This design comes from an exercise in tuning for small area, a short achievable clock period and few clock cycles per item on the open sky130 flow, not from production work. The RTL was checked by simulation tests, not by an equivalence proof against the original design.

==> run Z <==
// pid_controller_anti_windup_core
module pid_controller_anti_windup_core (
  input  logic                                      clk,
  input  logic                                      rst,
  input  logic                                      wr_en,
  input  logic [pidaw_pkg::CFG_IDX_W-1:0]           wr_index,
  input  logic [pidaw_pkg::CFG_DATA_W-1:0]          wr_data,
  input  logic                                      in_valid,
  output logic                                      in_stall,
  input  logic signed [pidaw_pkg::SAMPLE_WIDTH-1:0] feedback,
  input  logic [pidaw_pkg::TIME_W-1:0]              now_ms,
  output logic                                      out_valid,
  input  logic                                      out_stall,
  output logic signed [pidaw_pkg::DRIVE_W-1:0]      drive,
  output logic                                      sampled
);
clock: 10.0 ns
lec_check: 0
abc_area: 1
cap_margin: 20
core_margin: 2
core_utilization: 60
slew_margin: 20
standard.sh (not shown) runs the stock make flow with config.mk's settings and CLKGATE_MAP_FILE= SYNTH_SCRIPT=/design/flow/synth_recipe.tcl, a recipe that flattens the netlist after the stock synthesis.
==> flow/flow/run.sh <==
#!/bin/bash
set -euo pipefail
sed 's/yosys synth -nofsm -noshare /yosys synth -nofsm -noshare -noabc /' synth_recipe.tcl > synth_noabc.tcl
grep -q -- '-noabc' synth_noabc.tcl
bash standard.sh SYNTH_SCRIPT="$PWD/synth_noabc.tcl" SETUP_SLACK_MARGIN=5.7 finish > standard.log 2>&1
==> run C: changes against run Z <==
--- a/flow/design.v
+++ b/flow/design.v
@@ -146,41 +146,27 @@
       y0 = err_a[2*i];
       ym = (i == 0) ? 1'b0 : err_a[2*i-1];
       err_enc_a[3*i]   = y0 ^ ym;
       err_enc_a[3*i+1] = (y1 & ~y0 & ~ym) | (~y1 & y0 & ym);
       err_enc_a[3*i+2] = y1;
     end
   end
-  wire [17:0] dmp18_a = {1'b0, diff_a[16:0]};
-  wire [17:0] dmn18_a = {1'b0, ndiff_a[16:0]};
-  logic [26:0] dmp_enc_a;
+  wire [17:0] dm18_a = {1'b0, dmag_a};
+  logic [26:0] dm_enc_a;
   always_comb begin
     for (int i = 0; i < 9; i++) begin
       logic y1, y0, ym;
-      y1 = (2*i+1 < 18) ? dmp18_a[2*i+1] : dmp18_a[17];
-      y0 = dmp18_a[2*i];
-      ym = (i == 0) ? 1'b0 : dmp18_a[2*i-1];
-      dmp_enc_a[3*i]   = y0 ^ ym;
-      dmp_enc_a[3*i+1] = (y1 & ~y0 & ~ym) | (~y1 & y0 & ym);
-      dmp_enc_a[3*i+2] = y1;
+      y1 = (2*i+1 < 18) ? dm18_a[2*i+1] : dm18_a[17];
+      y0 = dm18_a[2*i];
+      ym = (i == 0) ? 1'b0 : dm18_a[2*i-1];
+      dm_enc_a[3*i]   = y0 ^ ym;
+      dm_enc_a[3*i+1] = (y1 & ~y0 & ~ym) | (~y1 & y0 & ym);
+      dm_enc_a[3*i+2] = y1;
     end
   end
-  logic [26:0] dmn_enc_a;
-  always_comb begin
-    for (int i = 0; i < 9; i++) begin
-      logic y1, y0, ym;
-      y1 = (2*i+1 < 18) ? dmn18_a[2*i+1] : dmn18_a[17];
-      y0 = dmn18_a[2*i];
-      ym = (i == 0) ? 1'b0 : dmn18_a[2*i-1];
-      dmn_enc_a[3*i]   = y0 ^ ym;
-      dmn_enc_a[3*i+1] = (y1 & ~y0 & ~ym) | (~y1 & y0 & ym);
-      dmn_enc_a[3*i+2] = y1;
-    end
-  end
-  wire [26:0] dm_enc_a = diff_a[17] ? dmn_enc_a : dmp_enc_a;
   logic [26:0] err_enc1, dm_enc1;
   always_ff @(posedge clk) begin
     if (adv) begin
       err_enc1 <= err_enc_a;
       dm_enc1  <= dm_enc_a;
     end
   end
@@ -4684,27 +4670,17 @@
   wire fc4328 = (fs4195 & mcs[257]) | (fc4194 & (fs4195 ^ mcs[257]));
   wire fs4329 = hs4197 ^ 1'b1 ^ fc4196;
   wire fc4330 = (hs4197 & 1'b1) | (fc4196 & (hs4197 ^ 1'b1));
   wire fs4331 = mcs[260] ^ mcs[261] ^ hc4198;
   wire fc4332 = (mcs[260] & mcs[261]) | (hc4198 & (mcs[260] ^ mcs[261]));
   wire hs4333 = mcs[262] ^ 1'b1;
   wire hc4334 = mcs[262] & 1'b1;
-  wire [71:0] ra = {1'b1, mcs[263], hs4333, fs4331, fs4329, fs4327, fs4325, fs4323, fs4321, fs4319, fs4317, fs4315, fs4313, fs4311, fs4309, fs4307, fs4305, fs4303, fs4301, fs4299, fs4297, fs4295, fs4293, fs4291, fs4289, fs4287, fs4285, fs4283, fs4281, fs4279, fs4277, fs4275, fs4273, fs4271, fs4269, fs4267, fs4265, fs4263, fs4261, fs4259, fs4257, fs4255, fs4253, fs4251, fs4249, fs4247, fs4245, fs4243, fs4241, fs4239, fs4237, fs4235, fs4233, fs4231, fs4229, fs4227, fs4225, fs4223, fs4221, fs4219, fs4217, fs4215, fs4213, fs4211, fs4209, fs4207, fs4205, fs4203, hs4201, hs4199, mcs[2], mcs[0]};
-  wire [71:0] rb = {1'b0, hc4334, fc4332, fc4330, fc4328, fc4326, fc4324, fc4322, fc4320, fc4318, fc4316, fc4314, fc4312, fc4310, fc4308, fc4306, fc4304, fc4302, fc4300, fc4298, fc4296, fc4294, fc4292, fc4290, fc4288, fc4286, fc4284, fc4282, fc4280, fc4278, fc4276, fc4274, fc4272, fc4270, fc4268, fc4266, fc4264, fc4262, fc4260, fc4258, fc4256, fc4254, fc4252, fc4250, fc4248, fc4246, fc4244, fc4242, fc4240, fc4238, fc4236, fc4234, fc4232, fc4230, fc4228, fc4226, fc4224, fc4222, fc4220, fc4218, fc4216, fc4214, fc4212, fc4210, fc4208, fc4206, fc4204, hc4202, hc4200, mcs[5], 1'b0, mcs[1]};
-  wire [47:0] t_lo = {1'b0, ra[46:0]} + {1'b0, rb[46:0]};
-  wire [24:0] t_hi0 = ra[71:47] + rb[71:47];
-  wire [25:0] t_hi1x = {ra[71:47], 1'b1} + {rb[71:47], 1'b1};    
-  wire [24:0] t_hi1 = t_hi1x[25:1];
-  wire ok0 = (t_hi0 == 25'd0) | (t_hi0 == {25{1'b1}});
-  wire ok1 = (t_hi1 == 25'd0) | (t_hi1 == {25{1'b1}});
-  wire c47 = t_lo[47];
-  wire sat_ok = c47 ? ok1 : ok0;
-  wire t_sign = c47 ? t_hi1[24] : t_hi0[24];
-  wire t_b47 = c47 ? t_hi1[0] : t_hi0[0];
-  wire [31:0] drive_new = sat_ok ? {t_b47, t_lo[46:16]} : (t_sign ? 32'h80000000 : 32'h7fffffff);
+  wire [71:0] tsum = {1'b1, mcs[263], hs4333, fs4331, fs4329, fs4327, fs4325, fs4323, fs4321, fs4319, fs4317, fs4315, fs4313, fs4311, fs4309, fs4307, fs4305, fs4303, fs4301, fs4299, fs4297, fs4295, fs4293, fs4291, fs4289, fs4287, fs4285, fs4283, fs4281, fs4279, fs4277, fs4275, fs4273, fs4271, fs4269, fs4267, fs4265, fs4263, fs4261, fs4259, fs4257, fs4255, fs4253, fs4251, fs4249, fs4247, fs4245, fs4243, fs4241, fs4239, fs4237, fs4235, fs4233, fs4231, fs4229, fs4227, fs4225, fs4223, fs4221, fs4219, fs4217, fs4215, fs4213, fs4211, fs4209, fs4207, fs4205, fs4203, hs4201, hs4199, mcs[2], mcs[0]} + {1'b0, hc4334, fc4332, fc4330, fc4328, fc4326, fc4324, fc4322, fc4320, fc4318, fc4316, fc4314, fc4312, fc4310, fc4308, fc4306, fc4304, fc4302, fc4300, fc4298, fc4296, fc4294, fc4292, fc4290, fc4288, fc4286, fc4284, fc4282, fc4280, fc4278, fc4276, fc4274, fc4272, fc4270, fc4268, fc4266, fc4264, fc4262, fc4260, fc4258, fc4256, fc4254, fc4252, fc4250, fc4248, fc4246, fc4244, fc4242, fc4240, fc4238, fc4236, fc4234, fc4232, fc4230, fc4228, fc4226, fc4224, fc4222, fc4220, fc4218, fc4216, fc4214, fc4212, fc4210, fc4208, fc4206, fc4204, hc4202, hc4200, mcs[5], 1'b0, mcs[1]};
+  wire sat_ok = (tsum[71:47] == {25{tsum[71]}});
+  wire [31:0] drive_new = sat_ok ? tsum[47:16] : (tsum[71] ? 32'h80000000 : 32'h7fffffff);
   wire [31:0] held = skid_v ? skid_drive : drive;
   wire [31:0] res_drive = tkm ? drive_new : held;
   wire        res_in = vm & adv;
   always_comb begin
     skid_v_n = skid_v;
     if (rst) skid_v_n = 1'b0;
     else if (out_valid && !out_stall) skid_v_n = 1'b0;
==> flow/flow/run.sh (replaced) <==
#!/bin/bash
set -euo pipefail
sed 's/yosys synth -nofsm -noshare /yosys synth -nofsm -noshare -noabc /' synth_recipe.tcl > synth_noabc.tcl
grep -q -- '-noabc' synth_noabc.tcl
bash standard.sh SYNTH_SCRIPT="$PWD/synth_noabc.tcl" SETUP_SLACK_MARGIN=5.3 finish > standard.log 2>&1
==> qor summary <==
quantity                                                                         run Z                     run C
Worst setup slack after layout                                                 5.55 ns                   5.14 ns
GR met3 Demand/Resource                                                          0.117                     0.126
Layout Cell Area excl Fill                                                   0.120 mm2                 0.121 mm2
Period utilisation layout                                                        0.445                     0.486
Post-synth cell types                                                               66                        72
Post-synth top area share                                                        0.237                     0.235
Most common library cell in the layout ignoring fill and taps  sky130_fd_sc_hd__xor2_1  sky130_fd_sc_hd__nand2_1
Detailed-route wire length                                                      386 mm                    404 mm
Startpoint of the lowest-slack register-to-register path            mcs[181]$_DFFE_PP_   gain_i[11]$_SDFFE_PP0P_
Register area share after synthesis                                              0.260                     0.258
Outcome                                                        complete, no violations   complete, no violations
Tightest slew margin relative to the limit                                       0.264                     0.155
Setup fix buffers added after clock tree synthesis                                  63                        23
Testbench counts of run Z, summed over its fixed seeds: cycles 4,128, items 3,840.
Testbench counts of run C, summed over its fixed seeds: cycles 4,128, items 3,840.

* * *

==> inputs of 09-02 <==
pid_controller_anti_windup_core with an RTL version that a note above also has.
export LEC_CHECK = 0
export ABC_AREA = 1
export CAP_MARGIN = 20
export CORE_MARGIN = 2
export CORE_UTILIZATION = 60
export SLEW_MARGIN = 20
create_clock -name core_clock -period 10.0 [get_ports {clk}]
==> flow/flow/run.sh <==
#!/bin/bash
set -euo pipefail
sed 's/yosys synth -nofsm -noshare /yosys synth -nofsm -noshare -noabc /' synth_recipe.tcl > synth_noabc.tcl
grep -q -- '-noabc' synth_noabc.tcl
bash standard.sh SYNTH_SCRIPT="$PWD/synth_noabc.tcl" SETUP_SLACK_MARGIN=6.0 finish > standard.log 2>&1
==> 05-14: changes against 09-02 <==
Settings changed: CTS_BUF_LIST set to sky130_fd_sc_hd__clkbuf_8 sky130_fd_sc_hd__clkbuf_4.
==> 06-28: changes against 09-02 <==
==> flow/flow/run.sh (replaced) <==
#!/bin/bash
set -euo pipefail
sed 's/yosys synth -nofsm -noshare /yosys synth -nofsm -noshare -noabc /' synth_recipe.tcl > synth_noabc.tcl
grep -q -- '-noabc' synth_noabc.tcl
bash standard.sh SYNTH_SCRIPT="$PWD/synth_noabc.tcl" SETUP_SLACK_MARGIN=5.7 finish > standard.log 2>&1
==> notes.md <==
run status complete, no violations; flop2flop setup slack 5370 ps; Post-DP Area 0.114 mm2; Hold Slack 398 ps; Hold Path End err2[6]; Slew HR 15.6%; Critical Path Fanout Max 4; worst setup margin 5370 ps; CP startpoint fb0[0]; filler instances 13500
# the run above: 05-14

==> notes.md <==
metal3 WL 54.5 mm; Hold Path End tk2; worst setup margin 5430 ps; Hold Slack 418 ps; flop2flop setup slack 5430 ps; filler instances 14300; CP startpoint mcs[100]; run status complete, no violations; Critical Path Fanout Max 4
# the run above: 06-28

==> notes.md <==
run status complete, no violations; Critical Path Fanout Max 3; multi-input combinational area share 60.6%; CP startpoint fb0[0]; Post-DP Area 0.114 mm2; total of max-cap violations 0; Slew HR 10.3%; filler instances 13200; Hold Path End erri[15]; Hold Slack 414 ps; Worst Hold Depth 0
# the run above: 09-02

Testbench counts of 09-02, summed over its fixed seeds: cycles 4,128, items 3,840.
Testbench counts of 05-14, summed over its fixed seeds: cycles 4,128, items 3,840.
Testbench counts of 06-28, summed over its fixed seeds: cycles 4,128, items 3,840.

port drivers added, routing unchanged:
Ports are ideal in the flow. The routed layouts listed here were re-timed in OpenROAD.
Step 1 (the two cells are an assumption about what drives the block):
set clk [get_ports {clk}]
set_driving_cell -lib_cell sky130_fd_sc_hd__clkbuf_16 $clk
set_driving_cell -lib_cell sky130_fd_sc_hd__buf_2 [delete_from_list [all_inputs] $clk]
Step 2, shift: input delay + t, output delay - t, t = (earliest + latest rising clock arrival at the registers) / 2. This alone moves slack from input paths to output paths.
a / b / c = ideal / step 1 / step 2; a / b = the first two.
run | shift t [ns] | slack for setup (ns) | hold slack, ns | worst register clock-pin slew, ns | worst slew at a driven data input, ns
run Z | 0.916 | 5.553 / 5.553 / 5.270 | 0.412 / 0.412 / 0.412 | 0.08 / 0.08 | 0.25
run C | 0.903 | 5.145 / 5.145 / 5.145 | 0.420 / 0.420 / 0.420 | 0.07 / 0.07 | 0.14
09-02 | 0.916 | 5.382 / 5.382 / 5.235 | 0.414 / 0.414 / 0.414 | 0.07 / 0.07 | 0.17
05-14 | 1.093 | 5.375 / 5.375 / 4.948 | 0.398 / 0.398 / 0.398 | 0.08 / 0.08 | 0.15
06-28 | 0.886 | 5.429 / 5.429 / 4.900 | 0.418 / 0.418 / 0.418 | 0.07 / 0.07 | 0.14
After both steps every run listed still meets setup and hold. For 06-28, which loses most, drivers alone change the setup slack by 0.000 ns; drivers and shift together by -0.529 ns.
